This is an optimization exercise on Yosys and OpenROAD, whose aim is small area, a short achievable clock period and few clock cycles per item, not a production implementation. RTL that was checked went through simulation tests only; none was proved equivalent to the original. Power and IR drop assume default switching activity.

==> flow/design.v (excerpt) <==
module milestone_mac_array (
    input  logic         Clock_50,
    input  logic         Resetn,
    input  logic         start,
    input  logic         clear,
    input  logic [31:0]  init_value,
    input  logic         in_valid,
    output logic         in_ready,
    input  logic [47:0]  sample,
    input  logic [47:0]  coef,
    input  logic         subtract,
    output logic         out_valid,
    input  logic         out_ready,
    output logic [95:0]  acc_raw,
    output logic [23:0]  result,
    output logic         busy
);
Size in the first run: about 3500 cells after synthesis, about 340 flip-flops, ~0.033 mm² of cells after synthesis.
Settings: LEC_CHECK=0, CAP_MARGIN=20, CORE_MARGIN=2, CORE_UTILIZATION=40, SETUP_SLACK_MARGIN=4.5, SLEW_MARGIN=20; clock period 8.0 ns.
run.sh (not shown) runs the stock make flow with config.mk's settings and CLKGATE_MAP_FILE= SYNTH_SCRIPT=/design/flow/synth_recipe.tcl, a recipe that flattens the netlist after the stock synthesis.
Rerun with:
--- a/flow/design.v
+++ b/flow/design.v
@@ -67,23 +67,23 @@
     end
     for (genvar c = 0; c < 3; c++) begin : g_ch
         logic [16:0] bz;      
         logic [7:0]  one_d, two_d, neg_d;
         logic [7:0]  one, two, neg;
         logic [15:0] a;
         logic [31:0] acc_s, acc_c;
         logic [16:0] x0, x1, x2, x3, x4, x5, x6, x7;
         logic [31:0] tree_s, tree_c;
         logic [31:0] sum;
         logic [23:0] shifted;
-        logic [7:0]  res_ch;
+        logic [7:0]  res_ch, res_out;
         assign bz = {coef[c*16 +: 16], 1'b0};
         always_comb begin
             for (int j = 0; j < 8; j++) begin
                 one_d[j] = take & (bz[2*j+1] ^ bz[2*j]);
                 two_d[j] = take & ((bz[2*j+2] & ~bz[2*j+1] & ~bz[2*j]) |
                                    (~bz[2*j+2] & bz[2*j+1] & bz[2*j]));
                 neg_d[j] = take & (bz[2*j+2] ^ subtract);
             end
         end
         always_ff @(posedge Clock_50 or negedge Resetn) begin
             if (!Resetn) begin
@@ -585,40 +585,33 @@
         assign cp_P53 = cp_p0[24] & cp_P31;
         logic cp_G54, cp_P54;
         assign cp_G54 = cp_g0[26] | (cp_p0[26] & cp_G40);
         assign cp_P54 = cp_p0[26] & cp_P40;
         logic cp_G55, cp_P55;
         assign cp_G55 = cp_g0[28] | (cp_p0[28] & cp_G34);
         assign cp_P55 = cp_p0[28] & cp_P34;
         logic cp_G56, cp_P56;
         assign cp_G56 = cp_g0[30] | (cp_p0[30] & cp_G41);
         assign cp_P56 = cp_p0[30] & cp_P41;
         assign sum = {cp_p0[31] ^ cp_G56, cp_p0[30] ^ cp_G41, cp_p0[29] ^ cp_G55, cp_p0[28] ^ cp_G34, cp_p0[27] ^ cp_G54, cp_p0[26] ^ cp_G40, cp_p0[25] ^ cp_G53, cp_p0[24] ^ cp_G31, cp_p0[23] ^ cp_G52, cp_p0[22] ^ cp_G39, cp_p0[21] ^ cp_G51, cp_p0[20] ^ cp_G33, cp_p0[19] ^ cp_G50, cp_p0[18] ^ cp_G38, cp_p0[17] ^ cp_G49, cp_p0[16] ^ cp_G28, cp_p0[15] ^ cp_G48, cp_p0[14] ^ cp_G37, cp_p0[13] ^ cp_G47, cp_p0[12] ^ cp_G32, cp_p0[11] ^ cp_G46, cp_p0[10] ^ cp_G36, cp_p0[9] ^ cp_G45, cp_p0[8] ^ cp_G24, cp_p0[7] ^ cp_G44, cp_p0[6] ^ cp_G35, cp_p0[5] ^ cp_G43, cp_p0[4] ^ cp_G16, cp_p0[3] ^ cp_G42, cp_p0[2] ^ cp_G0, cp_p0[1] ^ cp_g0[0], cp_p0[0]};
+        logic [31:0] alt_s;
+        logic        keep_tree;
+        assign keep_tree = busy_q && !resolve;
+        assign alt_s     = busy_q ? sum : init_value;
         always_ff @(posedge Clock_50) begin
-            if (!busy_q) begin
-                acc_s <= init_value;
-                acc_c <= '0;
-            end else if (resolve) begin
-                acc_s <= sum;
-                acc_c <= '0;
-            end else begin
-                acc_s <= tree_s;
-                acc_c <= tree_c;
-            end
+            acc_s <= keep_tree ? tree_s : alt_s;
+            acc_c <= keep_tree ? tree_c : 32'd0;
         end
-        assign shifted = sum[31:8];
+        assign shifted = acc_s[31:8];
         always_comb begin
             res_ch = shifted[7:0];
             if (shifted[23]) begin
                 res_ch = '0;
             end else if (|shifted[22:8]) begin
                 res_ch = '1;
             end
         end
-        logic [7:0] res_q;
-        always_ff @(posedge Clock_50) begin
-            res_q <= res_ch;
-        end
+        assign res_out = res_ch;
         assign acc_raw[c*32 +: 32] = acc_s;
-        assign result[c*8 +: 8]    = res_q;
+        assign result[c*8 +: 8]    = res_out;
     end
 endmodule
Result: Total power is higher by about 1.8%. Maximum frequency goes up by about 12%. Cell area falls by about 2.2%. Routed wire length is lower by 3.9%. Setup slack improves by 430 ps.
Testbench counts after the change, summed over its fixed seeds: cycles 24,000, items 2,400.
For the first run of this note, only the layout was checked, not whether the RTL still works.

========
v6:
milestone_mac_array, a different RTL version from the one above (not shown whole).
Size: about 260 I/O pins.
export LEC_CHECK = 0
export CAP_MARGIN = 20
export CORE_MARGIN = 2
export CORE_UTILIZATION = 40
export SETUP_SLACK_MARGIN = 4.8
export SLEW_MARGIN = 20
export BUFFER_PORTS_ARGS = -buffer_cell sky130_fd_sc_hd__buf_4
create_clock -name core_clock -period 8.0 [get_ports {Clock_50}]
standard.sh (not shown) runs the stock make flow with config.mk's settings and CLKGATE_MAP_FILE= SYNTH_SCRIPT=/design/flow/synth_recipe.tcl, a recipe that flattens the netlist after the stock synthesis.
==> flow/flow/run.sh <==
#!/bin/bash
# Standard layout, with the port buffers made from buf_4 cells instead of the
# default choice (a slow delay buffer) so that input and output paths are short.
set -euo pipefail
echo "export BUFFER_PORTS_ARGS = -buffer_cell sky130_fd_sc_hd__buf_4" >> "$FLOW_CONFIG"
bash standard.sh > standard.log 2>&1
v6 reached the end of the flow, and the finished layout is clean on the timing, design-rule and antenna checks.
Testbench counts of v6, summed over its fixed seeds: cycles 24,000, items 2,400.
Setup changes, v6 to v7
diff --git a/flow/design.v b/flow/design.v
--- a/flow/design.v
+++ b/flow/design.v
@@ -595,26 +595,26 @@
         assign cp_P54 = cp_p0[26] & cp_P40;
         logic cp_G55, cp_P55;
         assign cp_G55 = cp_g0[28] | (cp_p0[28] & cp_G34);
         assign cp_P55 = cp_p0[28] & cp_P34;
         logic cp_G56, cp_P56;
         assign cp_G56 = cp_g0[30] | (cp_p0[30] & cp_G41);
         assign cp_P56 = cp_p0[30] & cp_P41;
         logic cp_c16;
         assign cp_c16 = cp_G28;
         assign sum = {cp_p0[31] ^ cp_G56, cp_p0[30] ^ cp_G41, cp_p0[29] ^ cp_G55, cp_p0[28] ^ cp_G34, cp_p0[27] ^ cp_G54, cp_p0[26] ^ cp_G40, cp_p0[25] ^ cp_G53, cp_p0[24] ^ cp_G31, cp_p0[23] ^ cp_G52, cp_p0[22] ^ cp_G39, cp_p0[21] ^ cp_G51, cp_p0[20] ^ cp_G33, cp_p0[19] ^ cp_G50, cp_p0[18] ^ cp_G38, cp_p0[17] ^ cp_G49, cp_p0[16] ^ cp_G28, cp_p0[15] ^ cp_G48, cp_p0[14] ^ cp_G37, cp_p0[13] ^ cp_G47, cp_p0[12] ^ cp_G32, cp_p0[11] ^ cp_G46, cp_p0[10] ^ cp_G36, cp_p0[9] ^ cp_G45, cp_p0[8] ^ cp_G24, cp_p0[7] ^ cp_G44, cp_p0[6] ^ cp_G35, cp_p0[5] ^ cp_G43, cp_p0[4] ^ cp_G16, cp_p0[3] ^ cp_G42, cp_p0[2] ^ cp_G0, cp_p0[1] ^ cp_g0[0], cp_p0[0]};
         logic [31:0] alt_s;
         logic        keep_tree;
-        assign keep_tree = busy_q && !resolve;
-        assign alt_s     = busy_q ? sum : init_value;
+        assign keep_tree = acc_st_q || drain_q;    
+        assign alt_s     = resolve ? sum : init_value;
         always_ff @(posedge Clock_50) begin
             acc_s <= keep_tree ? tree_s : alt_s;
             acc_c <= keep_tree ? tree_c : 32'd0;
         end
         always_ff @(posedge Clock_50) begin
             nz_q <= !((cp_p0[16] == cp_c16) &&
                       ((cp_p0[30:17] ~^ (acc_s[29:16] | acc_c[29:16])) == '1));
         end
         always_comb begin
             res_ch = acc_s[15:8];
             if (acc_s[31]) begin
                 res_ch = '0;
[summary]
- v7 ended with every stage complete and zero timing, DRC or antenna violations.
- Synthesized cell count: v7 vs v6 down about 1.5%
- Compared to v6, the routing of v7 uses less wire.
- Row fraction of power consumed by combinational cells: v7 lower / v6 higher
- Comparing v6 and v7, the lower sequential portion of the cell area was measured on v6.
- The higher met3 track demand over resource in global routing came out of v6.
- Comparing v7 with v6, the flip-flop and latch count came out essentially unchanged.
- Die area of v7 is on par with v6.
- Delta (v7 minus v6): largest net degree at the start of global routing decreased by about 8% relative to the old numbers, core occupancy in the finished layout decreased by 0.56 points relative to the old numbers, area used by sequential logic in the layout closely matched the old numbers.
- Relative slew slack on v7 is up relative to v6.
- Diff v6 -> v7 | number of clock buffers in the layout | up slightly
- Looking at setup slack at placement across v6 and v7, the one that comes out lower is v6.
Only the layout flow was run in v7; the RTL was not checked for function there.

========
Another version of the RTL of milestone_mac_array (not shown whole).
Size in the first run: roughly 3800 cells after synthesis, roughly 370 flip-flops, about 260 I/O pins, roughly 36000 µm² of cells after synthesis.
export LEC_CHECK = 0
export CAP_MARGIN = 20
export CORE_MARGIN = 2
export CORE_UTILIZATION = 40
export SETUP_SLACK_MARGIN = 4.5
export SLEW_MARGIN = 20
create_clock -name core_clock -period 8.0 [get_ports {Clock_50}]
run.sh (not shown) runs the stock make flow with config.mk's settings and CLKGATE_MAP_FILE= SYNTH_SCRIPT=/design/flow/synth_recipe.tcl, a recipe that flattens the netlist after the stock synthesis.
Stock flow here: none of the scripts above is used.
The starting point went through all stages and came out clean.
Testbench counts at the start, summed over its fixed seeds: cycles 24,000, items 2,400.
Change:
--- a/flow/design.v
+++ b/flow/design.v
@@ -592,40 +592,33 @@
         assign cp_P53 = cp_p0[24] & cp_P31;
         logic cp_G54, cp_P54;
         assign cp_G54 = cp_g0[26] | (cp_p0[26] & cp_G40);
         assign cp_P54 = cp_p0[26] & cp_P40;
         logic cp_G55, cp_P55;
         assign cp_G55 = cp_g0[28] | (cp_p0[28] & cp_G34);
         assign cp_P55 = cp_p0[28] & cp_P34;
         logic cp_G56, cp_P56;
         assign cp_G56 = cp_g0[30] | (cp_p0[30] & cp_G41);
         assign cp_P56 = cp_p0[30] & cp_P41;
-        logic cp_c16;
-        assign cp_c16 = cp_G28;
         assign sum = {cp_p0[31] ^ cp_G56, cp_p0[30] ^ cp_G41, cp_p0[29] ^ cp_G55, cp_p0[28] ^ cp_G34, cp_p0[27] ^ cp_G54, cp_p0[26] ^ cp_G40, cp_p0[25] ^ cp_G53, cp_p0[24] ^ cp_G31, cp_p0[23] ^ cp_G52, cp_p0[22] ^ cp_G39, cp_p0[21] ^ cp_G51, cp_p0[20] ^ cp_G33, cp_p0[19] ^ cp_G50, cp_p0[18] ^ cp_G38, cp_p0[17] ^ cp_G49, cp_p0[16] ^ cp_G28, cp_p0[15] ^ cp_G48, cp_p0[14] ^ cp_G37, cp_p0[13] ^ cp_G47, cp_p0[12] ^ cp_G32, cp_p0[11] ^ cp_G46, cp_p0[10] ^ cp_G36, cp_p0[9] ^ cp_G45, cp_p0[8] ^ cp_G24, cp_p0[7] ^ cp_G44, cp_p0[6] ^ cp_G35, cp_p0[5] ^ cp_G43, cp_p0[4] ^ cp_G16, cp_p0[3] ^ cp_G42, cp_p0[2] ^ cp_G0, cp_p0[1] ^ cp_g0[0], cp_p0[0]};
         logic [31:0] alt_s;
         logic        keep_tree;
         assign keep_tree = busy_q && !resolve;
         assign alt_s     = busy_q ? sum : init_value;
         always_ff @(posedge Clock_50) begin
             acc_s <= keep_tree ? tree_s : alt_s;
             acc_c <= keep_tree ? tree_c : 32'd0;
         end
-        logic nz_q;
-        always_ff @(posedge Clock_50) begin
-            nz_q <= !((cp_p0[16] == cp_c16) &&
-                      ((cp_p0[30:17] ~^ (acc_s[29:16] | acc_c[29:16])) == '1));
-        end
         assign shifted = acc_s[31:8];
         always_comb begin
             res_ch = shifted[7:0];
             if (shifted[23]) begin
                 res_ch = '0;
-            end else if (nz_q) begin
+            end else if (|shifted[22:8]) begin
                 res_ch = '1;
             end
         end
         assign res_out = res_ch;
         assign acc_raw[c*32 +: 32] = acc_s;
         assign result[c*8 +: 8]    = res_out;
     end
 endmodule
What happened: Non-clock buffer count climbs by 6; clock-buffer cell count grows by 7; hold slack gets worse by 0.0039 ns; final area falls by 2.2%; wire length decreases by 4.5%; sequential cell count drops by 3; final cell count falls by 2.3%; power went down by 4.9%; global-route usage shrinks by 0.68 points; setup slack got worse by 0.14 ns; combinational power fell by 6.0%; fmax falls by 4.0%; utilization climbs by 0.46 points; via count shrinks by 2.1%.
No functional check of the RTL was part of the second run of this note.

[afterwards: timing with drivers on the ports]
In the flow no input, the clock included, has a driving cell. The finished layouts below were timed again as built, in two steps.
Step 1 sets driving cells, clkbuf_16 on the clock port and buf_2 on the other inputs (assumed; they add their load-dependent delay and slew).
Step 2 moves the port delays by t, midway between the first and last clock arrival at a register: inputs arrive t later, outputs are due t later. That takes back most of the time a late clock gives input paths.
a / b / c = no drivers / after step 1 / after step 2; a / b = the first two.
run	t (ns)	setup slack, ns	worst data-port slew with drivers (ns)	pins driven straight from the clock port
the first run of note 1	0.647	4.059 / 4.059 / 4.059	0.08	1
the second run of note 1	0.639	4.486 / 4.437 / 4.486	0.08	1
v6	0.664	4.805 / 4.805 / 4.357	0.08	1
v7	0.667	4.751 / 4.751 / 4.424	0.07	1
the first run of note 3	0.653	4.575 / 4.505 / 4.072	0.20	1
the second run of note 3	0.653	4.431 / 4.370 / 4.111	0.11	1
After both steps setup and hold are still met in every run listed. For the first run of note 3, which loses most, drivers alone change the setup slack by -0.070 ns; drivers and shift together by -0.503 ns.
